Context: an optimization exercise on an open-source flow, tuned for small area, a short achievable clock period and few clock cycles. The choices shown serve that exercise and are no tape-out recipe.
The RTL was checked by simulation tests, not by an equivalence proof against the original design.
Power is estimated from default activity; no workload was simulated.

<file path="design/flow/design.v">
module core_add8 (
  input  logic [7:0] x,
  input  logic [7:0] y,
  input  logic       ci,
  output logic [7:0] s
);
  logic [7:0] g, p, g1, p1, g2, p2, g3;
  always_comb begin
    g = x & y;
    p = x ^ y;
    g[0] = g[0] | (p[0] & ci);
    g1 = g; p1 = p;
    for (int i = 1; i < 8; i += 2) begin
      g1[i] = g[i] | (p[i] & g[i-1]);
      p1[i] = p[i] & p[i-1];
    end
    g2 = g1; p2 = p1;
    for (int i = 2; i < 8; i++) begin
      if (i[1]) begin
        g2[i] = g1[i] | (p1[i] & g1[(i & 4) | 1]);
        p2[i] = p1[i] & p1[(i & 4) | 1];
      end
    end
    g3 = g2;
    for (int i = 4; i < 8; i++) begin
      g3[i] = g2[i] | (p2[i] & g2[3]);
    end
    s = p ^ {g3[6:0], ci};
  end
endmodule
module core_mul8 (
  input  logic [7:0] a,
  input  logic [7:0] b,
  output logic [7:0] p
);
  logic pp0_0, pp0_1, pp0_2, pp0_3, pp0_4, pp0_5, pp0_6, pp0_7, pp1_0, pp1_1, pp1_2, pp1_3, pp1_4, pp1_5, pp1_6, pp2_0, pp2_1, pp2_2, pp2_3, pp2_4, pp2_5, pp3_0, pp3_1, pp3_2, pp3_3, pp3_4, pp4_0, pp4_1, pp4_2, pp4_3, pp5_0, pp5_1, pp5_2, pp6_0, pp6_1, pp7_0, s0, c0, s1, c1, s2, c2, s3, c3, s4, c4, s5, c5, s6, c6, s7, c7, s8, c8, s9, c9, s10, c10, s11, c11, s12, c12, s13, c13, s14, c14, s15, c15, s16, c16, s17, c17, s18, c18, s19, c19, s20, c20;
  logic [7:0] x, y;
  assign pp0_0 = a[0] & b[0];
  assign pp0_1 = a[1] & b[0];
  assign pp0_2 = a[2] & b[0];
  assign pp0_3 = a[3] & b[0];
  assign pp0_4 = a[4] & b[0];
  assign pp0_5 = a[5] & b[0];
  assign pp0_6 = a[6] & b[0];
  assign pp0_7 = a[7] & b[0];
  assign pp1_0 = a[0] & b[1];
  assign pp1_1 = a[1] & b[1];
  assign pp1_2 = a[2] & b[1];
  assign pp1_3 = a[3] & b[1];
  assign pp1_4 = a[4] & b[1];
  assign pp1_5 = a[5] & b[1];
  assign pp1_6 = a[6] & b[1];
  assign pp2_0 = a[0] & b[2];
  assign pp2_1 = a[1] & b[2];
  assign pp2_2 = a[2] & b[2];
  assign pp2_3 = a[3] & b[2];
  assign pp2_4 = a[4] & b[2];
  assign pp2_5 = a[5] & b[2];
  assign pp3_0 = a[0] & b[3];
  assign pp3_1 = a[1] & b[3];
  assign pp3_2 = a[2] & b[3];
  assign pp3_3 = a[3] & b[3];
  assign pp3_4 = a[4] & b[3];
  assign pp4_0 = a[0] & b[4];
  assign pp4_1 = a[1] & b[4];
  assign pp4_2 = a[2] & b[4];
  assign pp4_3 = a[3] & b[4];
  assign pp5_0 = a[0] & b[5];
  assign pp5_1 = a[1] & b[5];
  assign pp5_2 = a[2] & b[5];
  assign pp6_0 = a[0] & b[6];
  assign pp6_1 = a[1] & b[6];
  assign pp7_0 = a[0] & b[7];
  assign s0 = pp0_6 ^ pp1_5;
  assign c0 = pp0_6 & pp1_5;
  assign s1 = pp0_7 ^ pp1_6 ^ pp2_5;
  assign c1 = (pp0_7 & pp1_6) | (pp0_7 & pp2_5) | (pp1_6 & pp2_5);
  assign s2 = pp3_4 ^ pp4_3;
  assign c2 = pp3_4 & pp4_3;
  assign s3 = pp0_4 ^ pp1_3;
  assign c3 = pp0_4 & pp1_3;
  assign s4 = pp0_5 ^ pp1_4 ^ pp2_3;
  assign c4 = (pp0_5 & pp1_4) | (pp0_5 & pp2_3) | (pp1_4 & pp2_3);
  assign s5 = pp3_2 ^ pp4_1;
  assign c5 = pp3_2 & pp4_1;
  assign s6 = s0 ^ pp2_4 ^ pp3_3;
  assign c6 = (s0 & pp2_4) | (s0 & pp3_3) | (pp2_4 & pp3_3);
  assign s7 = pp4_2 ^ pp5_1 ^ pp6_0;
  assign c7 = (pp4_2 & pp5_1) | (pp4_2 & pp6_0) | (pp5_1 & pp6_0);
  assign s8 = s1 ^ s2 ^ pp5_2;
  assign c8 = (s1 & s2) | (s1 & pp5_2) | (s2 & pp5_2);
  assign s9 = pp6_1 ^ pp7_0 ^ c0;
  assign c9 = (pp6_1 & pp7_0) | (pp6_1 & c0) | (pp7_0 & c0);
  assign s10 = pp0_3 ^ pp1_2;
  assign c10 = pp0_3 & pp1_2;
  assign s11 = s3 ^ pp2_2 ^ pp3_1;
  assign c11 = (s3 & pp2_2) | (s3 & pp3_1) | (pp2_2 & pp3_1);
  assign s12 = s4 ^ s5 ^ pp5_0;
  assign c12 = (s4 & s5) | (s4 & pp5_0) | (s5 & pp5_0);
  assign s13 = s6 ^ s7 ^ c4;
  assign c13 = (s6 & s7) | (s6 & c4) | (s7 & c4);
  assign s14 = s8 ^ s9 ^ c6;
  assign c14 = (s8 & s9) | (s8 & c6) | (s9 & c6);
  assign s15 = pp0_2 ^ pp1_1;
  assign c15 = pp0_2 & pp1_1;
  assign s16 = s10 ^ pp2_1 ^ pp3_0;
  assign c16 = (s10 & pp2_1) | (s10 & pp3_0) | (pp2_1 & pp3_0);
  assign s17 = s11 ^ pp4_0 ^ c10;
  assign c17 = (s11 & pp4_0) | (s11 & c10) | (pp4_0 & c10);
  assign s18 = s12 ^ c3 ^ c11;
  assign c18 = (s12 & c3) | (s12 & c11) | (c3 & c11);
  assign s19 = s13 ^ c5 ^ c12;
  assign c19 = (s13 & c5) | (s13 & c12) | (c5 & c12);
  assign s20 = s14 ^ c7 ^ c13;
  assign c20 = (s14 & c7) | (s14 & c13) | (c7 & c13);
  assign x = {s20, s19, s18, s17, s16, s15, pp0_1, pp0_0};
  assign y = {c19, c18, c17, c16, c15, pp2_0, pp1_0, 1'b0};
  core_add8 u_add (.x(x), .y(y), .ci(1'b0), .s(p));
endmodule
module core_alu #(
  parameter int W = 8
) (
  input  logic [3:0]   op,
  input  logic         sub,    
  input  logic [W-1:0] a,
  input  logic [W-1:0] b,
  output logic [W-1:0] fast,
  output logic [W-1:0] mul
);
  localparam logic [3:0] OP_ADD = 4'h1;
  localparam logic [3:0] OP_SUB = 4'h2;
  localparam logic [3:0] OP_AND = 4'h4;
  localparam logic [3:0] OP_OR  = 4'h5;
  localparam logic [3:0] OP_XOR = 4'h6;
  logic [7:0] sum;
  core_add8 u_add (.x(a), .y(b ^ {8{sub}}), .ci(sub), .s(sum));
  core_mul8 u_mul (.a(a), .b(b), .p(mul));
  always_comb begin
    case (op)
      OP_ADD, OP_SUB: fast = sum;
      OP_AND:         fast = a & b;
      OP_OR:          fast = a | b;
      OP_XOR:         fast = a ^ b;
      default:        fast = b;       
    endcase
  end
endmodule
module core #(
  parameter int REG_SIZE   = 8,
  parameter int ADDR_SIZE  = 8,
  parameter int INSN_SIZE  = 16,
  parameter int INSN_COUNT = 16
) (
  input  logic                            clk,
  input  logic                            reset,
  input  logic                            init_R0_flag,
  input  logic [REG_SIZE-1:0]             init_R0_data,
  input  logic [INSN_SIZE*INSN_COUNT-1:0] insn_data,
  input  logic                            Start,
  output logic                            Ready,
  output logic [1:0]                      enable_M,
  output logic [ADDR_SIZE-1:0]            addr_M,
  output logic [REG_SIZE-1:0]             wr_data_M,
  input  logic [REG_SIZE-1:0]             rd_data_M,
  input  logic                            ready_M
);
  localparam logic [3:0] OP_NOP  = 4'h0;
  localparam logic [3:0] OP_MUL  = 4'h3;
  localparam logic [3:0] OP_SET  = 4'h7;
  localparam logic [3:0] OP_LD   = 4'h8;
  localparam logic [3:0] OP_ST   = 4'h9;
  localparam logic [3:0] OP_BNZ  = 4'hA;
  localparam logic [3:0] OP_STOP = 4'hF;
  logic                 run_q;
  logic [15:0][15:0]    buf_q;
  logic [15:0][7:0]     regs_q;
  logic [15:0]          ir1_q;
  logic [3:0]           pc1_q;
  logic                 idv_q;      
  logic [3:0]           op2_q, rd2_q;
  logic                 ld2_q, wr2_q, mul2_q, sub2_q;
  logic [7:0]           opa_q, opb_q;
  logic [7:0]           adr_q, wd_q;
  logic                 stp_q;
  logic [7:0] alu_fast, alu_mul, wdata, fwd;
  logic       we2, ex_stall;
  core_alu #(.W(REG_SIZE)) u_alu (
    .op  (op2_q),
    .sub (sub2_q),
    .a   (opa_q),
    .b   (opb_q),
    .fast(alu_fast),
    .mul (alu_mul)
  );
  assign we2      = wr2_q | ld2_q;
  assign wdata    = ld2_q ? rd_data_M : (mul2_q ? alu_mul : alu_fast);
  assign fwd      = ld2_q ? rd_data_M : alu_fast;
  assign ex_stall = ld2_q & !ready_M;
  assign enable_M  = {stp_q, ld2_q};
  assign addr_M    = adr_q;
  assign wr_data_M = wd_q;
  assign Ready     = !run_q;
  logic [3:0]  r_op, r_aidx, r_bidx, s_op, s_aidx, s_bidx;
  logic        r_use_a, r_use_b, r_fa, r_fb, r_bnz, s_bnz;
  logic [3:0]  op1, rd1, aidx, bidx;
  logic [7:0]  imm1, rda, rdb, vala, valb, fsrc;
  logic        fa, fb, is_set1;
  logic [15:0] nzf;
  logic        taken, id_stall, endb;
  logic [3:0]  pc_next;
  logic [15:0] fetched;
  assign r_op    = ir1_q[15:12];
  assign r_aidx  = ir1_q[7:4];
  assign r_bidx  = ir1_q[15] ? ir1_q[11:8] : ir1_q[3:0];
  assign r_bnz   = (r_op == OP_BNZ);
  assign r_use_a = (r_op != OP_NOP) && (r_op < OP_SET || r_op == OP_LD || r_op == OP_ST);
  assign r_use_b = (r_op != OP_NOP) && (r_op < OP_SET || r_op == OP_ST);
  assign r_fa    = (rd2_q == r_aidx);
  assign r_fb    = (rd2_q == r_bidx);
  assign s_op    = insn_data[15:12];
  assign s_aidx  = insn_data[7:4];
  assign s_bidx  = insn_data[15] ? insn_data[11:8] : insn_data[3:0];
  assign s_bnz   = (s_op == OP_BNZ);
  assign op1     = run_q ? r_op : s_op;
  assign rd1     = run_q ? ir1_q[11:8] : insn_data[11:8];
  assign imm1    = run_q ? ir1_q[7:0] : insn_data[7:0];
  assign aidx    = run_q ? r_aidx : s_aidx;
  assign bidx    = run_q ? r_bidx : s_bidx;
  assign is_set1 = (op1 == OP_SET);
  always_comb begin
    rda = '0;
    rdb = '0;
    for (int k = 0; k < 16; k++) begin
      rda = rda | (regs_q[k] & {8{aidx == 4'(k)}});
      rdb = rdb | (regs_q[k] & {8{bidx == 4'(k)}});
    end
  end
  assign fsrc = run_q ? fwd : init_R0_data;
  assign fa   = run_q ? (we2 && rd2_q == aidx) : (init_R0_flag && aidx == 4'd0);
  assign fb   = run_q ? (we2 && rd2_q == bidx) : (init_R0_flag && bidx == 4'd0);
  assign vala = fa ? fsrc : rda;
  assign valb = is_set1 ? imm1 : (fb ? fsrc : rdb);
  always_comb begin
    for (int k = 0; k < 16; k++) nzf[k] = (regs_q[k] != 8'd0);
  end
  assign id_stall = run_q ? ((r_bnz && we2 && rd2_q == ir1_q[11:8]) ||
                             ((r_op == OP_LD || r_op == OP_ST) && stp_q && !ready_M) ||
                             (mul2_q && ((r_use_a && r_fa) || (r_use_b && r_fb))))
                          : s_bnz;
  assign taken    = r_bnz && nzf[ir1_q[11:8]];
  logic [15:0] isnop;
  logic [3:0]  pc_inc1, pc_seq;
  logic        skip;
  always_comb begin
    for (int k = 0; k < 16; k++)
      isnop[k] = (buf_q[k][15:12] == OP_NOP) ||
                 (buf_q[k][15:12] >= 4'hB && buf_q[k][15:12] <= 4'hE);
  end
  assign pc_inc1 = pc1_q + 4'd1;
  assign skip    = isnop[pc_inc1];
  assign pc_seq  = skip ? pc1_q + 4'd2 : pc_inc1;
  assign pc_next = run_q ? (taken ? ir1_q[3:0] : pc_seq) : {3'd0, !s_bnz};
  logic [15:0] fsel;
  logic [15:0] fbuf;
  logic        fstop;
  always_comb begin
    fbuf  = '0;
    fstop = 1'b0;
    for (int k = 0; k < 16; k++) begin
      fsel[k] = taken ? (ir1_q[3:0] == 4'(k)) : (pc_seq == 4'(k));
      fbuf  = fbuf | (buf_q[k] & {16{fsel[k]}});
      fstop = fstop | (fsel[k] && buf_q[k][15:12] == OP_STOP);
    end
  end
  assign fetched  = run_q ? fbuf
                          : (s_bnz ? insn_data[15:0] : insn_data[31:16]);
  assign endb     = run_q ? (fstop ||
                             (!taken && (pc1_q == 4'd15 || (pc1_q == 4'd14 && skip))))
                          : (!s_bnz && insn_data[31:28] == OP_STOP);
  logic ex_load, id_load;
  assign ex_load = run_q ? (idv_q && !id_stall) : (Start && !s_bnz);
  assign id_load = !run_q || (idv_q && !id_stall && !ex_stall);
  always_ff @(posedge clk) begin
    if (reset) begin
      run_q <= 1'b0;
      ld2_q <= 1'b0;
      stp_q <= 1'b0;
      wr2_q <= 1'b0;
    end else begin
      if (!run_q) run_q <= Start && (s_op != OP_STOP);
      else if (!ex_stall && !idv_q && !(stp_q && !ready_M)) run_q <= 1'b0;
      stp_q <= (!ex_stall && ex_load && op1 == OP_ST) || (stp_q && !ready_M);
      if (!ex_stall) begin
        ld2_q <= ex_load && (op1 == OP_LD);
        wr2_q <= ex_load && (op1 != OP_NOP) && (op1 <= OP_SET);
      end
    end
  end
  always_ff @(posedge clk) begin
    if (!ex_stall) begin
      op2_q  <= op1;
      mul2_q <= ex_load && (op1 == OP_MUL);
      sub2_q <= (op1 == 4'h2);
      rd2_q  <= rd1;
      opa_q  <= vala;
      opb_q  <= valb;
    end
    if (!ex_stall && ex_load && (op1 == OP_LD || op1 == OP_ST)) begin
      adr_q <= (op1 == OP_LD) ? vala : valb;
      wd_q  <= vala;
    end
    if (id_load) begin
      ir1_q <= fetched;
      pc1_q <= pc_next;
      idv_q <= !endb;
    end
  end
  always_ff @(posedge clk) begin
    if (!run_q) buf_q <= insn_data;
  end
  logic       wen;
  logic [7:0] wd;
  always_comb begin
    if (reset) begin
      wd  = '0;
      wen = 1'b1;
    end else if (run_q) begin
      wd  = wdata;
      wen = we2;
    end else begin
      wd  = init_R0_data;
      wen = init_R0_flag;
    end
  end
  always_ff @(posedge clk) begin
    for (int k = 0; k < 16; k++) begin
      if (wen && (reset || (run_q ? (rd2_q == 4'(k)) : (k == 0)))) regs_q[k] <= wd;
    end
  end
endmodule
</file>
<file path="design/flow/flow/run.sh">
#!/bin/bash
# Layout: the standard flow (standard.sh) with three changes:
#  - port buffers of the smallest drive (buffer_ports -buffer_cell buf_1);
#    repair resizes the ones that need more;
#  - no adder cells in synthesis (ADDER_MAP_FILE empty), so abc maps the
#    arithmetic together with the logic around it;
#  - timing repair aims at a larger setup slack margin.
# make's output goes to flow.log; each step's own log is under orfs/logs/.
set -uo pipefail
bash standard.sh "ADDER_MAP_FILE=" "SETUP_SLACK_MARGIN=6.2" \
  "BUFFER_PORTS_ARGS=-buffer_cell sky130_fd_sc_hd__buf_1" finish > flow.log 2>&1
</file>
<file path="design/flow/standard.sh">
#!/bin/bash
# synth_recipe.tcl (not shown) runs the flow's synth.tcl, then flattens the netlist and writes it again
# the make line also repeats each setting of config.mk as NAME=value (left out here)
make -C /OpenROAD-flow-scripts/flow DESIGN_CONFIG=/design/flow/config.mk WORK_HOME=/design/flow/orfs CLKGATE_MAP_FILE= SYNTH_SCRIPT=/design/flow/synth_recipe.tcl "${@:-finish}"
</file>
<file path="design/flow/config.mk">
export PLATFORM = sky130hd
export DESIGN_NAME = core
export DESIGN_NICKNAME = core
export VERILOG_FILES = /design/flow/design.v
export SDC_FILE = /design/flow/constraint.sdc
export NUM_CORES = 4
export LEC_CHECK = 0
export CAP_MARGIN = 20
export CORE_MARGIN = 2
export CORE_UTILIZATION = 55
export CTS_BUF_LIST = sky130_fd_sc_hd__clkbuf_8
export CTS_CLUSTER_DIAMETER = 60
export CTS_CLUSTER_SIZE = 18
export SLEW_MARGIN = 20
export TNS_END_PERCENT = 10
</file>
<file path="design/flow/constraint.sdc">
create_clock -name core_clock -period 10.0 [get_ports {clk}]
set_input_delay 2.0000 -clock core_clock [delete_from_list [all_inputs] [get_ports {clk}]]
set_output_delay 2.0000 -clock core_clock [all_outputs]
set_load 0.01 [all_outputs]
</file>
==> results.json, run 1 <==
{
  "r2r-end": "ir1_q[14]$_DFFE_PP_",
  "rr_startpoint": "regs_q[98]$_DFFE_PP_",
  "final.period_utilization": 0.405,
  "cts.sinks": 451,
  "cts_tree": "yes",
  "final_cells": 2916,
  "grt_pass1_vias": 19300,
  "synth_top_family_by_area": "compound AO/OA/AOI/OAI gates",
  "port_buffers": 295,
  "detail_route.wirelength_mm": 89.9,
  "grt_max_degree": 89,
  "worstSkewPairLatency_ns": 0.70,
  "syn_area_sq_um": 23300,
  "leakage_uw": 0.00955,
  "max_freq_mhz": 247,
  "grt_usage": 0.395,
  "r2r_slack_ns": 5.95,
  "powerDensity_nw_per_um2": 248,
  "drtIter0Drc": 2947,
  "ys.flop_type": "edfxtp_1",
  "cp_max_fo": 6,
  "finalSetupViolCount": 0,
  "yosys.area_share.simple": 0.130,
  "rows": 75,
  "yosysUniqueCellTypes": 95,
  "synth_fp_nets": 2209,
  "synth_edf_count": 447,
  "core_area_sq_um": 41900,
  "synth_top_area_frac": 0.576,
  "rsz0062_at_grt": "yes",
  "die_area_sq_um": 44100,
  "clk_pin_slew_ns": 0.12,
  "synthCells": 1932,
  "final_antenna_net_count": 0,
  "die_y_um": 210,
  "via_per_inst": 7.06,
  "synth_seq_cells": 451,
  "critPathCapture": "ir1_q[14]$_DFFE_PP_",
  "clock_skew_ns": 0.0736,
  "root_buffer": "clkbuf_8",
  "path_class": "reg2reg",
  "ir_drop_mv": 0.250,
  "min_period_ns": 4.05,
  "finalNetCount": 2637,
  "yosysWarningCount": 3,
  "r2r_cells": 14,
  "holdPathStages": 2,
  "tns_ns": 0,
  "cap_violations": 0,
  "dr_total_vias": 20600,
  "grt_remaining_overflow": 0,
  "maxSlewHeadroom": 0.289,
  "hold_viol_final": 0,
  "tightest_slew_ns": 1.06,
  "route.detailed.drc": 0,
  "min_from": "wr2_q$_SDFFE_PP0N_",
  "synth-xor-area-share": 0.0282,
  "clockBufferDepth": 3,
  "fillCellCount": 3049,
  "post-route-util": 0.674,
  "syn_to_final_growth_pct": 21.0,
  "worst_path_max_delay_cell": "edfxtp_1",
  "detail_route.wl_per_cell_um": 30.8,
  "required_ns": 10.44,
  "grt_pass1_wl_mm": 126,
  "cp-start-kind": "register",
  "yosysSeqAreaShare": 0.579,
  "diodes": 0,
  "start_util": 0.557,
  "synth_mux_area_frac": 0.0335,
  "slew_viol_final": 0,
  "place.gp.congestion": 1.01,
  "critPathArrivalTime_ns": 4.49,
  "cp-end-kind": "register",
  "yosysMostFrequentCell": "edfxtp_1",
  "design_power_total_uw": 7000,
  "syn_area_per_cell_sq_um": 12.1,
  "die_w_um": 210,
  "dp.cells": 2689,
  "post-dp-hpwl_mm": 61.1,
  "async_reset_ff_frac": 0,
  "synth_top_area_cell": "edfxtp_1",
  "synthTopCellsByArea": "edfxtp_1 (58%), a22oi_1 (2.8%), a221oi_1 (2.2%), a22o_1 (2.2%), nor2_1 (2.1%)",
  "synth_compound_area_frac": 0.198,
  "crit_path_start": "regs_q[98]$_DFFE_PP_",
  "cts-htree-levels": 2,
  "io_pins": 296,
  "synthAdderAreaFrac": 0.00601,
  "dr.pass1.iters": 7,
  "run_status": "complete, no violations",
  "worstPathCellList": "nor4_4 > nand2_2 > o211ai_1 > a41oi_4 > buf_6 > o21a_4 > a32oi_2 > a31o_4 > nor3_4 > buf_12 > buf_4 > a22oi_1 > nand2_1 > o32a_1",
  "layout-drive-gt1-share": 0.211,
  "grt_antenna_before_repair": 0,
  "hold_class": "reg2reg",
  "synth_common_cells": "edfxtp_1 (447), nor2_1 (129), nand2_1 (128), a22oi_1 (86), o21ai_0 (73)",
  "max_stage_delay_ns": 0.48,
  "numCtsBuffers": 37
}
[layout by cell type (no fill, tap or decap), types with 32 or more instances in the layout]
master / Yosys / final
buf_4: 4 / 159
a21oi_1: 64 / 55
edfxtp_1: 447 / 447
buf_1: 14 / 283
a22o_1: 58 / 57
nand4_1: 32 / 32
nand2_1: 128 / 126
a221oi_1: 59 / 39
xnor2_1: 53 / 51
nand3_1: 52 / 49
clkbuf_8: 0 / 39
nor2_1: 129 / 109
o21ai_0: 73 / 64
mux2i_1: 38 / 34
nor3_1: 37 / 32
a22oi_1: 86 / 83
[critical path: cells and delay by family (launching register included)]
kind | cells | cell delay (ns)
AO/OA/AOI/OAI | 7 | 2.07
AND/OR/NAND/NOR | 4 | 0.73
buffers and inverters | 3 | 0.50
flip-flops | 1 | 0.48
[per-stage QoR]
step,area [sq um],setup slack [ns],hold WS (ns)
6_report,28200,5.95,0.609
5_1_grt,28200,5.88,0.645
4_1_cts,27000,6.06,0.595
3_5_place_dp,25000,4.37,0.568
3_3_place_gp,25000,4.49,0.533
2_1_floorplan,23400,5.77,0.499
[metal layers]
| metal | track usage | vias up | part of all wire |
|---|---|---|---|
| met1 | 0.492 | 9789 | 0.34 |
| met3 | 0.0808 | 445 | 0.12 |
| met5 | 0 | - | 0 |
| li1 | - | 8660 | - |
| met4 | 0.220 | 0 | 0.075 |
| met2 | 0.648 | 1704 | 0.46 |
[what timing repair did]
| item | in CTS | in global routing |
|---|---|---|
| endpoints found under the hold margin | 0 | 0 |
| setup buffers | 75 | 84 |
| endpoints found under the setup margin | 130 | 190 |
| cloned | 10 | 2 |
| pin swaps | 23 | 54 |
| resized for setup | 134 | 116 |
| hold buffers | 0 | 0 |
[report_power, final]
part / internal [uW] / switching (uW) / leakage, uW
clock network: 382 / 680 / 0.000358
registers: 2390 / 334 / 0.00459
logic: 1350 / 1870 / 0.00460
[how the worst min path moves through the flow]
stage / endpoint / slack [ns]
global placement: wr2_q$_SDFFE_PP0N_ / 0.53
detailed placement: wr2_q$_SDFFE_PP0N_ / 0.57
finish: wr2_q$_SDFFE_PP0N_ / 0.61
CTS: wr2_q$_SDFFE_PP0N_ / 0.59
global route: wr2_q$_SDFFE_PP0N_ / 0.64
floorplan: wr2_q$_SDFFE_PP0N_ / 0.50
[state kept, by name, summed over array words and instances (netlist names)]
signal	count
run_q	1
mul2_q	1
wr2_q	1
stp_q	1
ir1_q	16
idv_q	1
ld2_q	1
rd2_q	4
opa_q	8
opb_q	8
adr_q	8
sub2_q	1
pc1_q	4
op2_q	4
buf_q	256
wd_q	8
regs_q	128
[cell type report]
cell class	count	area [sq um]	share of cell area
clock buffer	38	523	0.0185
timing repair inverter	2	17.5	0.000621
multi-input combinational	1353	10400	0.368
clock inverter	18	190	0.00674
inverter	28	128	0.00452
sequential	451	13500	0.479
timing repair buffer	487	2810	0.0995
tap	539	674	0.0239
[kinds of logic (layout without fill, tap and decap cells)]
group / Yosys count / in the layout
and+or+nand+nor: 585 / 589
buffers and inverters: 135 / 573
xor gates and xnor gates: 72 / 72
DFF: 451 / 451
muxes: 73 / 74
AOI/OAI and AO/OA: 602 / 604
adders and majority gates: 14 / 14
Testbench counts, summed over its fixed seeds: cycles 7,544.
==> run 2, diff against run 1 <==
--- a/design/flow/flow/run.sh
+++ b/design/flow/flow/run.sh
@@ -7,5 +7,5 @@
 #  - timing repair aims at a larger setup slack margin.
 # make's output goes to flow.log; each step's own log is under orfs/logs/.
 set -uo pipefail
-bash standard.sh "ADDER_MAP_FILE=" "SETUP_SLACK_MARGIN=6.2" \
+bash standard.sh "ADDER_MAP_FILE=" "SETUP_SLACK_MARGIN=5.9" \
   "BUFFER_PORTS_ARGS=-buffer_cell sky130_fd_sc_hd__buf_1" finish > flow.log 2>&1
==> run 2 against run 1 <==
Against the previous run: still clean on timing, DRC and antenna; clock skew is 0.048 ns lower; critical path depth shrank 4; wire length is 5.0% lower; sequential power increased by 3%; final cell count shrank 2.5%; count of clock-buffer cells in the layout rose by 1; sequential cell count stayed put; global-route usage fell by 1.4 points; utilization is 2.9 points lower; die area did not move; total power down 5.2%; non-clock buffer count decreased by 67; largest cell class unchanged; highest routed layer is now met5.
==> results.json, run 2 <==
{
  "fillCellCount": 3151,
  "grt_antenna_before_repair": 2,
  "finalSetupViolCount": 0,
  "most-common-layout-cells": "edfxtp_1 (447), buf_1 (285), nand2_1 (128)",
  "async_reset_ff_frac": 0,
  "cp-end-kind": "register",
  "detail_route.wl_per_cell_um": 30.0,
  "grt_pass1_vias": 18700,
  "grt_remaining_overflow": 0,
  "via_per_inst": 7.02,
  "hold_viol_final": 0,
  "cp-start-kind": "primary input",
  "path_buf_inv": 2,
  "cts.sinks": 451,
  "synth_top_area_cell": "edfxtp_1",
  "cts_tree": "yes",
  "root_buffer": "clkbuf_8",
  "io_pins": 296,
  "dr.pass1.iters": 6,
  "grt_usage": 0.380,
  "dr_total_vias": 20000,
  "leakage_uw": 0.00899,
  "cap_violations": 0,
  "synthAdderAreaFrac": 0.00601,
  "run_status": "complete, no violations",
  "tightest_slew_ns": 1.10,
  "synth_mux_area_frac": 0.0335,
  "yosysUniqueCellTypes": 95,
  "max_freq_mhz": 235,
  "reg_top3": "buf_q (256), regs_q (128), ir1_q (16)",
  "yosysWarningCount": 3,
  "core_area_sq_um": 41900,
  "powerDensity_nw_per_um2": 246,
  "yosysMostFrequentCell": "edfxtp_1",
  "critPathArrivalTime_ns": 4.66,
  "path_class": "in2reg",
  "die_w_um": 210,
  "min_period_ns": 4.26,
  "rows": 75,
  "synth_fp_nets": 2209,
  "synth_edf_count": 447,
  "layout_commonest_cell": "edfxtp_1",
  "worstSkewPairLatency_ns": 0.65,
  "clk_pin_slew_ns": 0.10,
  "largest_register": "buf_q",
  "maxSlewHeadroom": 0.264,
  "route.detailed.drc": 0,
  "tns_ns": 0,
  "path_common_cell": "mux2_2",
  "numCtsBuffers": 37,
  "hold_class": "reg2reg",
  "die_area_sq_um": 44100,
  "required_ns": 10.40,
  "die_y_um": 210,
  "largest_register_ffs": 256,
  "synth_top_family_by_area": "compound AO/OA/AOI/OAI gates",
  "yosysSeqAreaShare": 0.579,
  "place.gp.congestion": 1.05,
  "synth_common_cells": "edfxtp_1 (447), nor2_1 (129), nand2_1 (128), a22oi_1 (86), o21ai_0 (73)",
  "clockBufferDepth": 3,
  "path_delay_family": "multiplexers",
  "rsz0062_at_grt": "yes",
  "synthCells": 1932,
  "max_stage_delay_ns": 0.43,
  "synth-xor-area-share": 0.0282,
  "synth_seq_cells": 451,
  "slew_viol_final": 0,
  "ys.flop_type": "edfxtp_1",
  "ir_drop_mv": 0.237,
  "final.period_utilization": 0.426,
  "place_ws_ns": 4.56,
  "syn_area_per_cell_sq_um": 12.1,
  "syn_to_final_growth_pct": 15.9,
  "layout-drive-gt1-share": 0.156,
  "drtIter0Drc": 2569,
  "synth_compound_area_frac": 0.198,
  "final_antenna_net_count": 0,
  "detail_route.wirelength_mm": 85.4,
  "cp_max_fo": 8,
  "synthTopCellsByArea": "edfxtp_1 (58%), a22oi_1 (2.8%), a221oi_1 (2.2%), a22o_1 (2.2%), nor2_1 (2.1%)",
  "start_util": 0.557,
  "synth_top_area_frac": 0.576,
  "fin_ws_ns": 5.74,
  "syn_area_sq_um": 23300,
  "post-dp-hpwl_mm": 61.7,
  "worstPathCellList": "clkbuf_2 > mux2i_4 > nand2b_1 > nor2_1 > buf_4 > a22o_1 > a221oi_1 > nand4_1 > mux2_2 > mux2_2",
  "clock_skew_ns": 0.0253,
  "grt_pass1_wl_mm": 122,
  "worst_path_max_delay_cell": "mux2_2",
  "port_buffers": 295,
  "yosys.area_share.simple": 0.130,
  "finalNetCount": 2562,
  "grt_max_degree": 164,
  "cts-htree-levels": 2
}
[run 2: cell counts after synthesis]
No cell type changed its count.
[run 2: final timing paths]
check | startpoint | endpoint | slack [ns] | depth (start not counted)
min | wr2_q$_SDFFE_PP0N_ | wr2_q$_SDFFE_PP0N_ | 0.59 | 2
min reg2reg | wr2_q$_SDFFE_PP0N_ | wr2_q$_SDFFE_PP0N_ | 0.59 | 2
max | insn_data[4] | adr_q[5]$_DFFE_PP_ | 5.74 | 10
max reg2reg | regs_q[65]$_DFFE_PP_ | ir1_q[9]$_DFFE_PP_ | 5.76 | 13
[run 2: cell families (layout without fill, tap and decap cells)]
kind of cell | Yosys count | in the layout
compound gates | 602 | 603
xor+xnor | 72 | 72
fa+ha+maj | 14 | 14
buf+inv | 135 | 506
flops | 451 | 451
mux | 73 | 73
other cells | 0 | 1
simple gates | 585 | 585
[run 2: report_power, final]
| part | switching [uW] | internal, uW | leakage, uW |
|---|---|---|---|
| Sequential | 403 | 2390 | 0.00459 |
| Combinational | 1590 | 1140 | 0.00400 |
| Clock | 671 | 441 | 0.000398 |
[run 2: layout make-up]
type	instances	area (sq um)	area share
sequential	451	13500	0.500
multi-input combinational	1347	9820	0.363
timing repair buffer	420	2140	0.0791
tap	539	674	0.0250
clock buffer	39	537	0.0199
clock inverter	19	230	0.00852
inverter	28	118	0.00435
antenna	1	2.50	0.0000926
[run 2: stage by stage]
step	instances	power (uW)	utilization	area [sq um]	hold WS [ns]
final	2844	6640	0.646	27000	0.589
after global routing	2843	6880	0.646	27000	0.630
after CTS	2781	6290	0.624	26100	0.575
after detailed placement	2694	5130	0.597	25000	0.546
after global placement	2694	5100	0.597	25000	0.534
after floorplan	1932	4340	-	23300	0.499
[run 2: layer usage]
| layer | up-vias | GRT usage | part of all wire |
|---|---|---|---|
| met3 | 334 | 0.0554 | 0.10 |
| met2 | 1558 | 0.631 | 0.47 |
| met4 | 2 | 0.201 | 0.064 |
| met5 | - | 0 | 0.00015 |
| li1 | 8500 | - | - |
| met1 | 9566 | 0.488 | 0.36 |
[run 2: repair_timing]
action,in CTS,in global routing
setup endpoints to repair,97,95
cloned,0,1
resized for setup,27,84
setup buffers,29,59
hold buffers,0,0
pin swaps,3,19
[run 2: worst min-delay path, cell delays in order, from the launching register on]
cell and delay (ns):
dfxtp_1 0.38, a22oi_1 0.10, nor2_1 0.08
==> run 3, diff against run 2 <==
--- a/design/flow/design.v
+++ b/design/flow/design.v
@@ -178,10 +178,8 @@
   logic [3:0]           pc1_q;
   logic                 idv_q;      
   logic [3:0]           op2_q, rd2_q;
-  logic                 ld2_q, wr2_q, mul2_q, sub2_q;
+  logic                 ld2_q, st2_q, wr2_q, mul2_q, sub2_q;
   logic [7:0]           opa_q, opb_q;
-  logic [7:0]           adr_q, wd_q;
-  logic                 stp_q;
   logic [7:0] alu_fast, alu_mul, wdata, fwd;
   logic       we2, ex_stall;
   core_alu #(.W(REG_SIZE)) u_alu (
@@ -195,10 +193,10 @@
   assign we2      = wr2_q | ld2_q;
   assign wdata    = ld2_q ? rd_data_M : (mul2_q ? alu_mul : alu_fast);
   assign fwd      = ld2_q ? rd_data_M : alu_fast;
-  assign ex_stall = ld2_q & !ready_M;
-  assign enable_M  = {stp_q, ld2_q};
-  assign addr_M    = adr_q;
-  assign wr_data_M = wd_q;
+  assign ex_stall = (ld2_q | st2_q) & !ready_M;
+  assign enable_M  = {st2_q, ld2_q};
+  assign addr_M    = ld2_q ? opa_q : opb_q;
+  assign wr_data_M = opa_q;
   assign Ready     = !run_q;
   logic [3:0]  r_op, r_aidx, r_bidx, s_op, s_aidx, s_bidx;
   logic        r_use_a, r_use_b, r_fa, r_fb, r_bnz, s_bnz;
@@ -244,38 +242,39 @@
     for (int k = 0; k < 16; k++) nzf[k] = (regs_q[k] != 8'd0);
   end
   assign id_stall = run_q ? ((r_bnz && we2 && rd2_q == ir1_q[11:8]) ||
-                             ((r_op == OP_LD || r_op == OP_ST) && stp_q && !ready_M) ||
                              (mul2_q && ((r_use_a && r_fa) || (r_use_b && r_fb))))
                           : s_bnz;
   assign taken    = r_bnz && nzf[ir1_q[11:8]];
   logic [15:0] isnop;
   logic [3:0]  pc_inc1, pc_seq;
-  logic        skip;
+  logic        skip_q, skip_d;
+  function automatic logic nop_op(input logic [3:0] op);
+    nop_op = (op == OP_NOP) || (op >= 4'hB && op <= 4'hE);
+  endfunction
   always_comb begin
-    for (int k = 0; k < 16; k++)
-      isnop[k] = (buf_q[k][15:12] == OP_NOP) ||
-                 (buf_q[k][15:12] >= 4'hB && buf_q[k][15:12] <= 4'hE);
+    for (int k = 0; k < 16; k++) isnop[k] = nop_op(buf_q[k][15:12]);
   end
   assign pc_inc1 = pc1_q + 4'd1;
-  assign skip    = isnop[pc_inc1];
-  assign pc_seq  = skip ? pc1_q + 4'd2 : pc_inc1;
+  assign pc_seq  = skip_q ? pc1_q + 4'd2 : pc_inc1;
   assign pc_next = run_q ? (taken ? ir1_q[3:0] : pc_seq) : {3'd0, !s_bnz};
   logic [15:0] fsel;
   logic [15:0] fbuf;
-  logic        fstop;
+  logic        fnop;
   always_comb begin
-    fbuf  = '0;
-    fstop = 1'b0;
+    fbuf = '0;
+    fnop = 1'b0;
     for (int k = 0; k < 16; k++) begin
       fsel[k] = taken ? (ir1_q[3:0] == 4'(k)) : (pc_seq == 4'(k));
-      fbuf  = fbuf | (buf_q[k] & {16{fsel[k]}});
-      fstop = fstop | (fsel[k] && buf_q[k][15:12] == OP_STOP);
+      fbuf = fbuf | (buf_q[k] & {16{fsel[k]}});
+      fnop = fnop | (fsel[k] && isnop[(k + 1) % 16]);
     end
   end
   assign fetched  = run_q ? fbuf
                           : (s_bnz ? insn_data[15:0] : insn_data[31:16]);
-  assign endb     = run_q ? (fstop ||
-                             (!taken && (pc1_q == 4'd15 || (pc1_q == 4'd14 && skip))))
+  assign skip_d   = run_q ? fnop
+                          : (s_bnz ? nop_op(insn_data[31:28]) : nop_op(insn_data[47:44]));
+  assign endb     = run_q ? ((fetched[15:12] == OP_STOP) ||
+                             (!taken && (pc1_q == 4'd15 || (pc1_q == 4'd14 && skip_q))))
                           : (!s_bnz && insn_data[31:28] == OP_STOP);
   logic ex_load, id_load;
   assign ex_load = run_q ? (idv_q && !id_stall) : (Start && !s_bnz);
@@ -284,14 +283,14 @@
     if (reset) begin
       run_q <= 1'b0;
       ld2_q <= 1'b0;
-      stp_q <= 1'b0;
+      st2_q <= 1'b0;
       wr2_q <= 1'b0;
     end else begin
       if (!run_q) run_q <= Start && (s_op != OP_STOP);
-      else if (!ex_stall && !idv_q && !(stp_q && !ready_M)) run_q <= 1'b0;
-      stp_q <= (!ex_stall && ex_load && op1 == OP_ST) || (stp_q && !ready_M);
+      else if (!ex_stall && !idv_q) run_q <= 1'b0;
       if (!ex_stall) begin
         ld2_q <= ex_load && (op1 == OP_LD);
+        st2_q <= ex_load && (op1 == OP_ST);
         wr2_q <= ex_load && (op1 != OP_NOP) && (op1 <= OP_SET);
       end
     end
@@ -305,12 +304,9 @@
       opa_q  <= vala;
       opb_q  <= valb;
     end
-    if (!ex_stall && ex_load && (op1 == OP_LD || op1 == OP_ST)) begin
-      adr_q <= (op1 == OP_LD) ? vala : valb;
-      wd_q  <= vala;
-    end
     if (id_load) begin
       ir1_q <= fetched;
+      skip_q <= skip_d;
       pc1_q <= pc_next;
       idv_q <= !endb;
     end
==> design/flow/flow/run.sh (replaced) <==
#!/bin/bash
# Layout: the standard flow (standard.sh) with three changes:
#  - port buffers of the smallest drive (buffer_ports -buffer_cell buf_1);
#    repair resizes the ones that need more;
#  - no adder cells in synthesis (ADDER_MAP_FILE empty), so abc maps the
#    arithmetic together with the logic around it;
#  - timing repair aims at a larger setup slack margin, and runs after
#    global routing only (not after clock tree synthesis).
# make's output goes to flow.log; each step's own log is under orfs/logs/.
set -uo pipefail
bash standard.sh "ADDER_MAP_FILE=" "SETUP_SLACK_MARGIN=6.2" "SKIP_CTS_REPAIR_TIMING=1" \
  "BUFFER_PORTS_ARGS=-buffer_cell sky130_fd_sc_hd__buf_1" finish > flow.log 2>&1
--- a/design/flow/config.mk
+++ b/design/flow/config.mk
@@ -10,6 +10,6 @@
 export CORE_UTILIZATION = 55
 export CTS_BUF_LIST = sky130_fd_sc_hd__clkbuf_8
 export CTS_CLUSTER_DIAMETER = 60
-export CTS_CLUSTER_SIZE = 18
+export CTS_CLUSTER_SIZE = 16
 export SLEW_MARGIN = 20
 export TNS_END_PERCENT = 10
==> run 3 against run 2 <==
Against the previous run: still clean; worst setup slack got worse by 0.0031 ns; clock skew increased by 0.028 ns; total power decreased by 2.1%; combinational power is 3% higher; global-route usage down 1.5 points; sequential share of layout area up 2.7 points; critical path type unchanged; critical endpoint is now opa_q[7]$_DFFE_PN_.
==> results.json, run 3 <==
{
  "worstSkewPairLatency_ns": 0.66,
  "grt_usage": 0.366,
  "detail_route.wl_per_cell_um": 29.4,
  "tns_ns": 0,
  "final.period_utilization": 0.427,
  "dr.pass1.iters": 8,
  "required_ns": 10.44,
  "syn_area_sq_um": 21900,
  "die_y_um": 204,
  "port_buffers": 295,
  "synth_edf_count": 432,
  "ys.flop_type": "edfxtp_1",
  "synth_compound_area_frac": 0.181,
  "cts_tree": "yes",
  "cts-htree-levels": 2,
  "place_ws_ns": 4.97,
  "synthTopCellsByArea": "edfxtp_1 (59%), a22oi_1 (3.9%), xnor2_1 (2.9%), a22o_1 (2.4%), mux2i_1 (2.4%)",
  "max_freq_mhz": 234,
  "placed_area_sq_um": 23600,
  "die_w_um": 204,
  "layout-drive-gt1-share": 0.0999,
  "cp-end-kind": "register",
  "cp-start-kind": "primary input",
  "maxSlewHeadroom": 0.213,
  "numCtsBuffers": 36,
  "critPathArrivalTime_ns": 4.70,
  "post-dp-hpwl_mm": 56.4,
  "final_antenna_net_count": 0,
  "synth-xor-area-share": 0.0433,
  "synth_top_area_frac": 0.592,
  "synth_top_area_cell": "edfxtp_1",
  "place.gp.congestion": 1.01,
  "synthCells": 1804,
  "run_status": "complete, no violations",
  "syn_area_per_cell_sq_um": 12.2,
  "synth_common_cells": "edfxtp_1 (432), nand2_1 (135), nor2_1 (135), a22oi_1 (114)",
  "via_per_inst": 6.88,
  "synth_mux_area_frac": 0.0341,
  "grt_max_degree": 187,
  "postLayoutCellArea_sq_um": 24800,
  "syn_to_final_growth_pct": 13.1,
  "yosysMostFrequentCell": "edfxtp_1",
  "rsz0062_at_grt": "yes",
  "tightest_slew_ns": 1.17,
  "fin_worst_hold_slack_ns": 0.463,
  "finalSetupViolCount": 0,
  "min_period_ns": 4.27,
  "grt_antenna_before_repair": 1,
  "synthAdderAreaFrac": 0.00559,
  "most-common-layout-cells": "edfxtp_1 (432), buf_1 (294), nand2_1 (135)",
  "yosysUniqueCellTypes": 83,
  "ir_drop_mv": 0.172,
  "grt_pass1_vias": 17100,
  "clockBufferDepth": 3,
  "grt_remaining_overflow": 0,
  "largest_register": "buf_q",
  "largest_register_ffs": 256,
  "rows": 73,
  "cap_violations": 0,
  "yosysSeqAreaShare": 0.595,
  "fin_ws_ns": 5.73,
  "die_area_sq_um": 41500,
  "clk_pin_slew_ns": 0.09,
  "leakage_uw": 0.00842,
  "powerDensity_nw_per_um2": 262,
  "reg_top3": "buf_q (256), regs_q (128), ir1_q (16)",
  "cp_max_fo": 8,
  "synth_seq_cells": 436,
  "async_reset_ff_frac": 0,
  "hold_class": "reg2reg",
  "route.detailed.drc": 0,
  "yosys.area_share.simple": 0.115,
  "path_class": "in2reg",
  "dr_total_vias": 18200,
  "finalNetCount": 2384,
  "detail_route.wirelength_mm": 77.9,
  "layout_commonest_cell": "edfxtp_1",
  "start_util": 0.554,
  "core_area_sq_um": 39500,
  "root_buffer": "clkbuf_8",
  "yosysWarningCount": 3,
  "clock_skew_ns": 0.0530,
  "io_pins": 296,
  "hold_viol_final": 0,
  "cts.sinks": 436,
  "slew_viol_final": 0,
  "drtIter0Drc": 2195,
  "synth_top_family_by_area": "compound AO/OA/AOI/OAI gates",
  "synth_fp_nets": 2081,
  "grt_pass1_wl_mm": 111
}
==> run 3: kinds of logic after synthesis <==
group                      Yosys count
DFF                                436
and+or+nand+nor                    524
AOI/OAI and AO/OA                  532
buffers and inverters              126
adders and majority gates           12
muxes                               72
xor gates and xnor gates           102
==> run 3: area by class of cell <==
type | instances | area, sq um
Fill cell | 3059 | 14800
Sequential cell | 436 | 13100
Tap cell | 525 | 657
Antenna cell | 2 | 5.00
Inverter | 25 | 101
Clock buffer | 36 | 495
Clock inverter | 18 | 138
Multi-Input combinational cell | 1242 | 8600
Timing Repair Buffer | 366 | 1740
==> run 3: through the flow <==
step / utilization / total power [uW] / cells
finish: 0.627 / 6490 / 2650
global route: 0.627 / 6750 / 2649
CTS: 0.613 / 6220 / 2614
detailed placement: 0.597 / 5290 / 2560
global placement: 0.597 / 5260 / 2559
floorplan: - / 4420 / 1804
==> run 3: worst paths after layout <==
| kind | endpoint | startpoint | slack [ns] | cells past startpoint |
|---|---|---|---|---|
| hold / removal | wr2_q$_SDFFE_PP0N_ | wr2_q$_SDFFE_PP0N_ | 0.46 | 2 |
| setup reg to reg | regs_q[45]$_DFFE_PP_ | sub2_q$_DFFE_PN_ | 5.92 | 10 |
| setup / recovery | opa_q[7]$_DFFE_PN_ | insn_data[5] | 5.73 | 8 |
| hold reg to reg | wr2_q$_SDFFE_PP0N_ | wr2_q$_SDFFE_PP0N_ | 0.46 | 2 |
==> run 3: worst max-delay path: stages <==
cell and delay [ns]:
buf_1 0.13, mux2i_1 0.71, nand2_1 0.27, nor2_1 0.87, a22oi_1 0.20, nand3_1 0.24
o21ai_0 0.17, o31ai_1 0.10
==> run 3: layer usage <==
layer	GRT usage	vias up	wire (um)	part of all wire
met3	0.0754	265	8500	0.11
met2	0.594	1364	36900	0.47
li1	-	7811	-	-
met5	0	-	0	0
met4	0.175	0	3870	0.050
met1	0.471	8779	28600	0.37
==> run 3: report_power, final <==
group | switching [uW] | leakage, uW | internal, uW
Combinational | 1700 | 0.00367 | 1110
Clock | 604 | 0.000346 | 352
Sequential | 393 | 0.00440 | 2340
Testbench counts of run 3, summed over its fixed seeds: cycles 7,731.
==> run 4, diff against run 3 <==
==> design/flow/flow/run.sh (replaced) <==
#!/bin/bash
# Layout: the standard flow (standard.sh) with three changes:
#  - port buffers of the smallest drive (buffer_ports -buffer_cell buf_1);
#    repair resizes the ones that need more;
#  - no adder cells in synthesis (ADDER_MAP_FILE empty), so abc maps the
#    arithmetic together with the logic around it;
#  - timing repair aims at a larger setup slack margin.
# make's output goes to flow.log; each step's own log is under orfs/logs/.
set -uo pipefail
bash standard.sh "ADDER_MAP_FILE=" "SETUP_SLACK_MARGIN=6.2" \
  "BUFFER_PORTS_ARGS=-buffer_cell sky130_fd_sc_hd__buf_1" finish > flow.log 2>&1
==> run 4 against run 3 <==
Against the previous run: die area is the same; utilization increased by 0.63 points; sequential cell count stayed put; register-to-register slack better by 0.14 ns; highest routed layer unchanged; via count rose by 0.53%; maximum frequency grew 7.5%; count of clock-buffer cells in the layout unchanged; wire length rose by 0.50%; non-clock buffer count up 17.
==> results.json, run 4 <==
{
  "grt_max_degree": 187,
  "hold_viol_final": 0,
  "seqPwrFrac": 0.418,
  "final_cells": 2667,
  "r2r_cells": 10,
  "powerDensity_nw_per_um2": 260,
  "detail_route.wl_per_cell_um": 29.3,
  "cp-end-kind": "register",
  "synth-xor-area-share": 0.0433,
  "syn_area_per_cell_sq_um": 12.2,
  "reg_top3": "buf_q (256), regs_q (128), ir1_q (16)",
  "die_area_sq_um": 41500,
  "detail_route.wirelength_mm": 78.2,
  "core_area_sq_um": 39500,
  "min_period_ns": 3.97,
  "clock_skew_ns": 0.0462,
  "maxSlewHeadroom": 0.269,
  "fillCellCount": 3032,
  "grt_antenna_before_repair": 2,
  "yosysMostFrequentCell": "edfxtp_1",
  "worst_path_max_delay_cell": "nor2_1",
  "root_buffer": "clkbuf_8",
  "cp_max_fo": 8,
  "grt_pass1_vias": 17200,
  "tns_ns": 0,
  "cts-htree-levels": 2,
  "async_reset_ff_frac": 0,
  "slew_viol_final": 0,
  "yosysWarningCount": 3,
  "rows": 73,
  "synth_compound_area_frac": 0.181,
  "yosysSeqAreaShare": 0.595,
  "final.period_utilization": 0.397,
  "yosys.area_share.simple": 0.115,
  "cts.sinks": 436,
  "path_class": "in2reg",
  "syn_area_sq_um": 21900,
  "die_w_um": 204,
  "synth_top_area_frac": 0.592,
  "required_ns": 10.47,
  "worstPathCellList": "buf_1 > mux2i_4 > or2_2 > nor2_1 > a22o_1 > a221oi_1 > nand3_1 > o21ai_0 > o21ai_0",
  "ys.flop_type": "edfxtp_1",
  "yosysUniqueCellTypes": 83,
  "area.sequential_sq_um": 13100,
  "tightest_slew_ns": 1.09,
  "synth_seq_cells": 436,
  "die_y_um": 204,
  "critPathArrivalTime_ns": 4.44,
  "final_antenna_net_count": 0,
  "min_from": "wr2_q$_SDFFE_PP0N_",
  "finalSetupViolCount": 0,
  "grt_usage": 0.369,
  "worstSkewPairLatency_ns": 0.65,
  "layout_commonest_cell": "edfxtp_1",
  "largest_register": "buf_q",
  "cts_hold_buf": 0,
  "synth_mux_area_frac": 0.0341,
  "r2r-end": "ir1_q[1]$_DFFE_PP_",
  "dr.pass1.iters": 7,
  "place.gp.congestion": 1.01,
  "comb_power_share": 0.436,
  "cts_tree": "yes",
  "synth_common_cells": "edfxtp_1 (432), nand2_1 (135), nor2_1 (135), a22oi_1 (114)",
  "run_status": "complete, no violations",
  "max_freq_mhz": 252,
  "hold_class": "reg2reg",
  "max_stage_delay_ns": 0.84,
  "clockBufferDepth": 3,
  "dr_total_vias": 18300,
  "most-common-layout-cells": "edfxtp_1 (432), buf_1 (287), nand2_1 (135)",
  "io_pins": 296,
  "synthCells": 1804,
  "clk_pin_slew_ns": 0.09,
  "via_per_inst": 6.87,
  "largest_register_ffs": 256,
  "synth_top_family_by_area": "compound AO/OA/AOI/OAI gates",
  "synthTopCellsByArea": "edfxtp_1 (59%), a22oi_1 (3.9%), xnor2_1 (2.9%), a22o_1 (2.4%), mux2i_1 (2.4%)",
  "clockPowerShare": 0.146,
  "synth_edf_count": 432,
  "drtIter0Drc": 2200,
  "layout-drive-gt1-share": 0.119,
  "path_common_cell": "o21ai_0",
  "rr_startpoint": "ir1_q[10]$_DFFE_PP_",
  "rsz0062_at_grt": "yes",
  "grt_remaining_overflow": 0,
  "hold_path_end": "wr2_q$_SDFFE_PP0N_",
  "cp-start-kind": "primary input",
  "cap_violations": 0,
  "multiInputGateArea_sq_um": 8710,
  "holdPathStages": 2,
  "syn_to_final_growth_pct": 14.2,
  "synth_top_area_cell": "edfxtp_1",
  "port_buffers": 295,
  "p_int_uw": 3810,
  "synth_fp_nets": 2081,
  "r2r_slack_ns": 6.06,
  "switching_share": 0.416,
  "dp.cells": 2560,
  "leakage_uw": 0.00852,
  "grt_pass1_wl_mm": 112,
  "route.detailed.drc": 0,
  "power.switching_uw": 2710,
  "post-dp-hpwl_mm": 56.4,
  "ir_drop_mv": 0.170,
  "numCtsBuffers": 36,
  "start_util": 0.554,
  "finalNetCount": 2401,
  "synthAdderAreaFrac": 0.00559
}
-- run 4: area by class of cell --
class	instances	share of cell area
clock buffer	36	0.0198
tap	525	0.0262
timing repair buffer	383	0.0744
sequential	436	0.521
multi-input combinational	1242	0.348
inverter	25	0.00440
antenna	2	0.000200
clock inverter	18	0.00550
-- run 4: logic make-up after synthesis --
group                      after synthesis
AOI/OAI and AO/OA                      532
and+or+nand+nor                        524
DFF                                    436
buffers and inverters                  126
xor gates and xnor gates               102
muxes                                   72
adders and majority gates               12
-- run 4: timing repair --
item,4_1_cts,5_1_grt
cloned,0,2
setup buffers,12,37
gates resized for setup,11,75
setup endpoints to repair,100,111
pin swaps,1,6
endpoints found under the hold margin,0,0
-- run 4: worst max-delay path by stage --
stage	from	endpoint	slack, ns
after floorplan	run_q$_SDFF_PP0_	Ready	5.89
after CTS	run_q$_SDFF_PP0_	Ready	5.93
after global routing	insn_data[3]	opb_q[4]$_DFFE_PN_	6.03
final	insn_data[4]	opa_q[0]$_DFFE_PN_	6.03
after detailed placement	insn_data[15]	opb_q[7]$_DFFE_PN_	4.97
after global placement	insn_data[15]	opb_q[3]$_DFFE_PN_	5.00
-- run 4: worst max-delay path: cells and delay by family --
family | cells | cell delay (ns)
AO/OA/AOI/OAI | 4 | 0.55
buffers and inverters | 1 | 0.27
AND/OR/NAND/NOR | 3 | 1.42
multiplexers | 1 | 0.19
-- run 4: metal layers --
metal,up-vias,share of wire,global-route usage
met4,0,0.049,0.176
met1,8887,0.37,0.473
met2,1336,0.48,0.601
met3,252,0.11,0.0786
li1,7841,-,-
met5,-,0,0
-- run 4: power groups by stage --
stage	registers [uW]	logic (uW)	clock network (uW)
after floorplan	2480	1930	0
after global placement	2820	2440	0
after detailed placement	2820	2470	0
after CTS	2740	2570	962
after global routing	2740	3010	1020
final	2720	2840	955
-- run 4: metrics by stage --
step / worst slack (ns) / total power [uW] / utilization / instance area [sq um] / hold WS, ns
floorplan: 5.89 / 4420 / - / 21900 / 0.432
global placement: 5.00 / 5260 / 0.597 / 23600 / 0.446
detailed placement: 4.97 / 5290 / 0.597 / 23600 / 0.450
CTS: 5.93 / 6280 / 0.617 / 24400 / 0.462
global route: 6.03 / 6770 / 0.633 / 25000 / 0.514
finish: 6.03 / 6520 / 0.633 / 25000 / 0.463
==> run 5, diff against run 4 <==
--- a/design/flow/config.mk
+++ b/design/flow/config.mk
@@ -7,7 +7,7 @@
 export LEC_CHECK = 0
 export CAP_MARGIN = 20
 export CORE_MARGIN = 2
-export CORE_UTILIZATION = 55
+export CORE_UTILIZATION = 60
 export CTS_BUF_LIST = sky130_fd_sc_hd__clkbuf_8
 export CTS_CLUSTER_DIAMETER = 60
 export CTS_CLUSTER_SIZE = 16
==> run 5 against run 4 <==
Against the previous run: still clean; synthesized cell count is the same; count of clock-buffer cells in the layout shrank 1; critical path type is now reg2reg; combinational power is essentially flat; critical endpoint is now ir1_q[1]$_DFFE_PP_; area after synthesis is the same; cell area shrank 0.61%; largest power group unchanged.
==> results.json, run 5 <==
{
  "synth_top_area_cell": "edfxtp_1",
  "synth_top_area_frac": 0.592,
  "numCtsBuffers": 35,
  "grt_pass1_wl_mm": 114,
  "tightest_slew_ns": 1.13,
  "cp_max_fo": 19,
  "synth_seq_cells": 436,
  "max_freq_mhz": 253,
  "required_ns": 10.35,
  "worstSkewPairLatency_ns": 0.65,
  "crit_path_start": "regs_q[37]$_DFFE_PP_",
  "reg_top3": "buf_q (256), regs_q (128), ir1_q (16)",
  "maxSlewHeadroom": 0.242,
  "powerDensity_nw_per_um2": 262,
  "syn_area_per_cell_sq_um": 12.2,
  "dr.pass1.iters": 9,
  "rr_startpoint": "regs_q[37]$_DFFE_PP_",
  "largest_register": "buf_q",
  "yosysUniqueCellTypes": 83,
  "place.gp.congestion": 1.02,
  "path_common_cell": "buf_4",
  "layout_commonest_cell": "edfxtp_1",
  "die_area_sq_um": 38100,
  "detail_route.wirelength_mm": 80.5,
  "path_delay_family": "compound AO/OA/AOI/OAI gates",
  "worst_path_max_delay_cell": "edfxtp_1",
  "slew_viol_final": 0,
  "async_reset_ff_frac": 0,
  "cp.depth": 12,
  "clock_skew_ns": 0.0501,
  "grt_pass1_vias": 17800,
  "grt_remaining_overflow": 0,
  "layout-drive-gt1-share": 0.114,
  "busiest_layer": "met2",
  "cts_tree": "yes",
  "synth_common_cells": "edfxtp_1 (432), nand2_1 (135), nor2_1 (135), a22oi_1 (114)",
  "met1_usage": 0.512,
  "yosysWarningCount": 3,
  "critPathCapture": "ir1_q[1]$_DFFE_PP_",
  "cap_violations": 0,
  "cp-end-kind": "register",
  "drtIter0Drc": 2769,
  "port_buffers": 295,
  "yosysMostFrequentCell": "edfxtp_1",
  "finalNetCount": 2392,
  "root_buffer": "clkbuf_8",
  "core_area_sq_um": 36300,
  "dr_total_vias": 18800,
  "hold_class": "reg2reg",
  "path_buf_inv": 3,
  "io_pins": 296,
  "hold_viol_final": 0,
  "cts.sinks": 436,
  "die_y_um": 195,
  "tns_ns": 0,
  "dp.cells": 2501,
  "detail_route.wl_per_cell_um": 31.0,
  "max_stage_delay_ns": 0.50,
  "use_met2": 0.671,
  "most-common-layout-cells": "edfxtp_1 (432), buf_1 (288), nand2_1 (135)",
  "path_class": "reg2reg",
  "r2r_slack_ns": 6.05,
  "critPathArrivalTime_ns": 4.30,
  "die_w_um": 195,
  "post-dp-hpwl_mm": 56.5,
  "largest_register_ffs": 256,
  "ir_drop_mv": 0.219,
  "syn_to_final_growth_pct": 13.5,
  "rsz0062_at_grt": "yes",
  "use_met3": 0.0965,
  "clk_pin_slew_ns": 0.11,
  "via_per_inst": 7.24,
  "cts-htree-levels": 2,
  "leakage_uw": 0.00845,
  "yosysSeqAreaShare": 0.595,
  "final_antenna_net_count": 0,
  "syn_area_sq_um": 21900,
  "ys.flop_type": "edfxtp_1",
  "min_period_ns": 3.95,
  "r2r-end": "ir1_q[1]$_DFFE_PP_",
  "final.period_utilization": 0.395,
  "clockBufferDepth": 3,
  "final_cells": 2598,
  "synthCells": 1804,
  "r2r_cells": 12,
  "grt_usage": 0.412,
  "run_status": "complete, no violations",
  "start_util": 0.605,
  "cp-start-kind": "register",
  "grt_max_degree": 85,
  "synth_fp_nets": 2081,
  "finalSetupViolCount": 0,
  "synth_edf_count": 432,
  "rows": 70,
  "worstPathCellList": "nor4_4 > nand2_1 > o211ai_1 > a41oi_1 > o21ai_4 > buf_4 > buf_6 > o21ai_1 > buf_4 > a222oi_1 > nand4_1 > a2bb2oi_1",
  "route.detailed.drc": 0,
  "grt_antenna_before_repair": 2,
  "synthTopCellsByArea": "edfxtp_1 (59%), a22oi_1 (3.9%), xnor2_1 (2.9%), a22o_1 (2.4%), mux2i_1 (2.4%)"
}
## run 5: cell count changes in the layout (fill, tap and decap cells not counted), sizes merged
cell | previous run | this run
inv | 34 | 36
buf | 377 | 368
clkinv | 9 | 4
## run 5: tightest hold or removal path: cells and delay by family, from the launching register on
kind,cells,cell delay (ns)
compound gates,1,0.05
flops,1,0.34
simple gates,1,0.06
## run 5: metrics by stage
stage	setup WS [ns]	utilization	hold WS (ns)	power, uW	area, sq um
3_3_place_gp	5.01	0.648	0.445	5220	23500
5_1_grt	5.99	0.686	0.493	6750	24900
4_1_cts	5.99	0.671	0.471	6250	24300
6_report	6.05	0.686	0.482	6530	24900
3_5_place_dp	4.95	0.648	0.456	5270	23500
2_1_floorplan	5.89	-	0.432	4420	21900
## run 5: power breakdown
group | total, uW | switching, uW | internal, uW
registers | 2730 | 390 | 2340
logic | 2870 | 1740 | 1130
clock network | 935 | 597 | 337
total | 6530 | 2730 | 3800
## run 5: area by class of cell
| type | count | area [sq um] |
|---|---|---|
| multi-input cells | 1242 | 8700 |
| well taps | 468 | 586 |
| inverters | 25 | 101 |
| flip-flops and latches | 436 | 13100 |
| fillers | 2619 | 11400 |
| repair buffers | 375 | 1850 |
| clock inverters | 15 | 105 |
| clock buffers | 35 | 482 |
| diodes | 2 | 5.00 |
## run 5: routing by layer
metal	part of all wire	wire [um]
met1	0.34	27100
met4	0.064	5180
met2	0.47	37800
met5	0	0
met3	0.13	10300
## run 5: repair_timing
item                                    CTS  global route
buffers inserted                         15            27
pin swaps                                 1             3
endpoints found under the setup margin  146           114
gates resized for setup                  23            61
gates cloned                              0             2
endpoints found under the hold margin     0             0
hold buffers                              0             0
## run 5: worst min-delay path by stage
| stage | from | end | slack [ns] | cells past startpoint |
|---|---|---|---|---|
| detailed placement | wr2_q$_SDFFE_PP0N_ | wr2_q$_SDFFE_PP0N_ | 0.46 | 2 |
| floorplan | wr2_q$_SDFFE_PP0N_ | wr2_q$_SDFFE_PP0N_ | 0.43 | 2 |
| CTS | wr2_q$_SDFFE_PP0N_ | wr2_q$_SDFFE_PP0N_ | 0.47 | 2 |
| global placement | wr2_q$_SDFFE_PP0N_ | wr2_q$_SDFFE_PP0N_ | 0.44 | 2 |
| finish | wr2_q$_SDFFE_PP0N_ | wr2_q$_SDFFE_PP0N_ | 0.48 | 2 |
| global route | wr2_q$_SDFFE_PP0N_ | wr2_q$_SDFFE_PP0N_ | 0.49 | 2 |
## run 5: cells by family (layout without fill, tap and decap cells)
group / count (synthesis) / after routing / synth area share
compound gates: 532 / 532 / 0.181
xor+xnor: 102 / 102 / 0.0433
fa+ha+maj: 12 / 12 / 0.00559
buf+inv: 126 / 450 / 0.0264
flops: 436 / 436 / 0.595
mux: 72 / 72 / 0.0341
other cells: 0 / 2 / 0
simple gates: 524 / 524 / 0.115
==> run 6, diff against run 5 <==
--- a/design/flow/flow/run.sh
+++ b/design/flow/flow/run.sh
@@ -7,5 +7,5 @@
 #  - timing repair aims at a larger setup slack margin.
 # make's output goes to flow.log; each step's own log is under orfs/logs/.
 set -uo pipefail
-bash standard.sh "ADDER_MAP_FILE=" "SETUP_SLACK_MARGIN=6.2" \
+bash standard.sh "ADDER_MAP_FILE=" "SETUP_SLACK_MARGIN=6.4" \
   "BUFFER_PORTS_ARGS=-buffer_cell sky130_fd_sc_hd__buf_1" finish > flow.log 2>&1
--- a/design/flow/config.mk
+++ b/design/flow/config.mk
@@ -7,7 +7,7 @@
 export LEC_CHECK = 0
 export CAP_MARGIN = 20
 export CORE_MARGIN = 2
-export CORE_UTILIZATION = 60
+export CORE_UTILIZATION = 55
 export CTS_BUF_LIST = sky130_fd_sc_hd__clkbuf_8
 export CTS_CLUSTER_DIAMETER = 60
 export CTS_CLUSTER_SIZE = 16
==> run 6 against run 5 <==
Against the previous run: final cell count is 4.9% higher; total power is 6.2% higher; area after synthesis stayed put; maximum frequency is 3.8% higher; via count is 1.8% higher; sequential share of layout area is 2.6 points lower; clock power is 7% higher; sequential power hardly changed; critical endpoint is now ir1_q[5]$_DFFE_PP_.
==> results.json, run 6 <==
{
  "cts.sinks": 436,
  "largest_register_ffs": 256,
  "rsz0062_at_grt": "yes",
  "p_int_uw": 4040,
  "switching_share": 0.417,
  "grt_antenna_before_repair": 2,
  "powerDensity_nw_per_um2": 265,
  "grt_pass1_wl_mm": 121,
  "detail_route.wirelength_mm": 84.7,
  "worstPathCellList": "nor4_4 > nand2_1 > o211ai_1 > a41oi_2 > o21ai_4 > buf_12 > buf_4 > buf_16 > o21ai_1 > buf_4 > a222oi_1 > and4_1 > a22oi_1",
  "syn_area_per_cell_sq_um": 12.2,
  "grt_remaining_overflow": 0,
  "die_y_um": 204,
  "die_area_sq_um": 41500,
  "max_freq_mhz": 263,
  "most-common-layout-cells": "edfxtp_1 (432), buf_1 (286), nand2_1 (132)",
  "postLayoutCellArea_sq_um": 26200,
  "placed_area_sq_um": 23800,
  "worst_path_max_delay_cell": "a222oi_1",
  "path_common_cell": "buf_4",
  "required_ns": 10.39,
  "synthTopCellsByArea": "edfxtp_1 (59%), a22oi_1 (3.9%), xnor2_1 (2.9%), a22o_1 (2.4%), mux2i_1 (2.4%)",
  "finalSetupViolCount": 0,
  "synth_fp_nets": 2081,
  "path_buf_inv": 4,
  "seqPwrFrac": 0.391,
  "cts_hold_buf": 0,
  "path_class": "reg2reg",
  "synth_seq_cells": 436,
  "rows": 73,
  "hold_class": "reg2reg",
  "clock_skew_ns": 0.0374,
  "drtIter0Drc": 2372,
  "ir_drop_mv": 0.184,
  "critPathArrivalTime_ns": 4.20,
  "yosysUniqueCellTypes": 83,
  "yosysSeqAreaShare": 0.595,
  "layout-drive-gt1-share": 0.159,
  "cap_violations": 0,
  "clockPowerShare": 0.145,
  "die_w_um": 204,
  "finalNetCount": 2461,
  "detail_route.wl_per_cell_um": 31.1,
  "synthCells": 1804,
  "grt_usage": 0.404,
  "final_antenna_net_count": 0,
  "power.switching_uw": 2900,
  "tns_ns": 0,
  "max_stage_delay_ns": 0.57,
  "cp-end-kind": "register",
  "syn_area_sq_um": 21900,
  "leakage_uw": 0.00904,
  "cts-htree-levels": 2,
  "layout_commonest_cell": "edfxtp_1",
  "maxSlewHeadroom": 0.248,
  "worstSkewPairLatency_ns": 0.66,
  "clockBufferDepth": 3,
  "run_status": "complete, no violations",
  "post-dp-hpwl_mm": 59.0,
  "slew_viol_final": 0,
  "start_util": 0.554,
  "cp_max_fo": 15,
  "dr_total_vias": 19200,
  "synth_edf_count": 432,
  "yosysWarningCount": 3,
  "tightest_slew_ns": 1.13,
  "clk_pin_slew_ns": 0.10,
  "ys.flop_type": "edfxtp_1",
  "via_per_inst": 7.02,
  "route.detailed.drc": 0,
  "cp-start-kind": "register"
}
[run 6: metal layers]
| layer | up-vias | share of wire | global-route usage | routed length, um |
|---|---|---|---|---|
| met4 | 0 | 0.063 | 0.213 | 5350 |
| met5 | - | 0 | 0 | 0 |
| met2 | 1645 | 0.48 | 0.666 | 40500 |
| met3 | 341 | 0.11 | 0.0852 | 9680 |
| met1 | 9201 | 0.34 | 0.502 | 29200 |
| li1 | 7963 | - | - | - |
[run 6: worst reg2reg max path: cells and delay by family, from the launching register on]
kind,cells,cell delay (ns)
flip-flops,1,0.46
AO/OA/AOI/OAI,6,1.68
AND/OR/NAND/NOR,3,0.73
buffers and inverters,4,0.68
[run 6: final cells by class]
class / instances / area, sq um
fillers: 2919 / 13400
flip-flops and latches: 436 / 13100
multi-input cells: 1242 / 9100
repair buffers: 441 / 2560
well taps: 525 / 657
clock buffers: 37 / 509
clock inverters: 18 / 165
inverters: 25 / 110
repair inverters: 1 / 8.76
diodes: 1 / 2.50
[run 6: cell families (layout without fill, tap and decap cells)]
group / count (synthesis) / after routing / share of synthesized area
xor+xnor: 102 / 102 / 0.0433
other cells: 0 / 1 / 0
mux: 72 / 72 / 0.0341
flops: 436 / 436 / 0.595
compound gates: 532 / 532 / 0.181
buf+inv: 126 / 522 / 0.0264
fa+ha+maj: 12 / 12 / 0.00559
simple gates: 524 / 524 / 0.115
[run 6: path summary, 6_finish.rpt]
check,startpoint,to,slack (ns),cells after the start
setup / recovery,regs_q[22]$_DFFE_PP_,ir1_q[5]$_DFFE_PP_,6.19,13
hold / removal,wr2_q$_SDFFE_PP0N_,wr2_q$_SDFFE_PP0N_,0.46,2
setup reg to reg,regs_q[22]$_DFFE_PP_,ir1_q[5]$_DFFE_PP_,6.19,13
hold reg to reg,wr2_q$_SDFFE_PP0N_,wr2_q$_SDFFE_PP0N_,0.46,2
[run 6: power by group through the flow]
stage          combinational (uW)  sequential (uW)  clock, uW
2_1_floorplan                1970             2480          0
3_3_place_gp                 2430             2860          0
3_5_place_dp                 2470             2870          0
4_1_cts                      3020             2700       1010
5_1_grt                      3390             2720       1070
6_report                     3220             2710       1000
[run 6: metrics by stage]
| step | hold WS, ns | worst slack (ns) | std cells |
|---|---|---|---|
| floorplan | 0.432 | 6.01 | 1804 |
| finish | 0.463 | 6.19 | 2726 |
| CTS | 0.463 | 6.33 | 2702 |
| global route | 0.503 | 6.21 | 2726 |
| global placement | 0.443 | 5.01 | 2561 |
| detailed placement | 0.448 | 4.96 | 2561 |
[run 6: what timing repair did]
action,in CTS,in global routing
gates resized for setup,101,37
gates cloned,8,1
hold endpoints to repair,0,0
setup endpoints to repair,244,115
pin swaps,24,10
buffers inserted,78,22

Re-timed with assumed drivers on the ports (clkbuf_16 on the clock, buf_2 on other inputs), run 6 has 6.193 ns of setup slack against 6.193 ns with ideal ports, and 5.612 ns once port delays also move by the mid clock arrival of 0.697 ns.
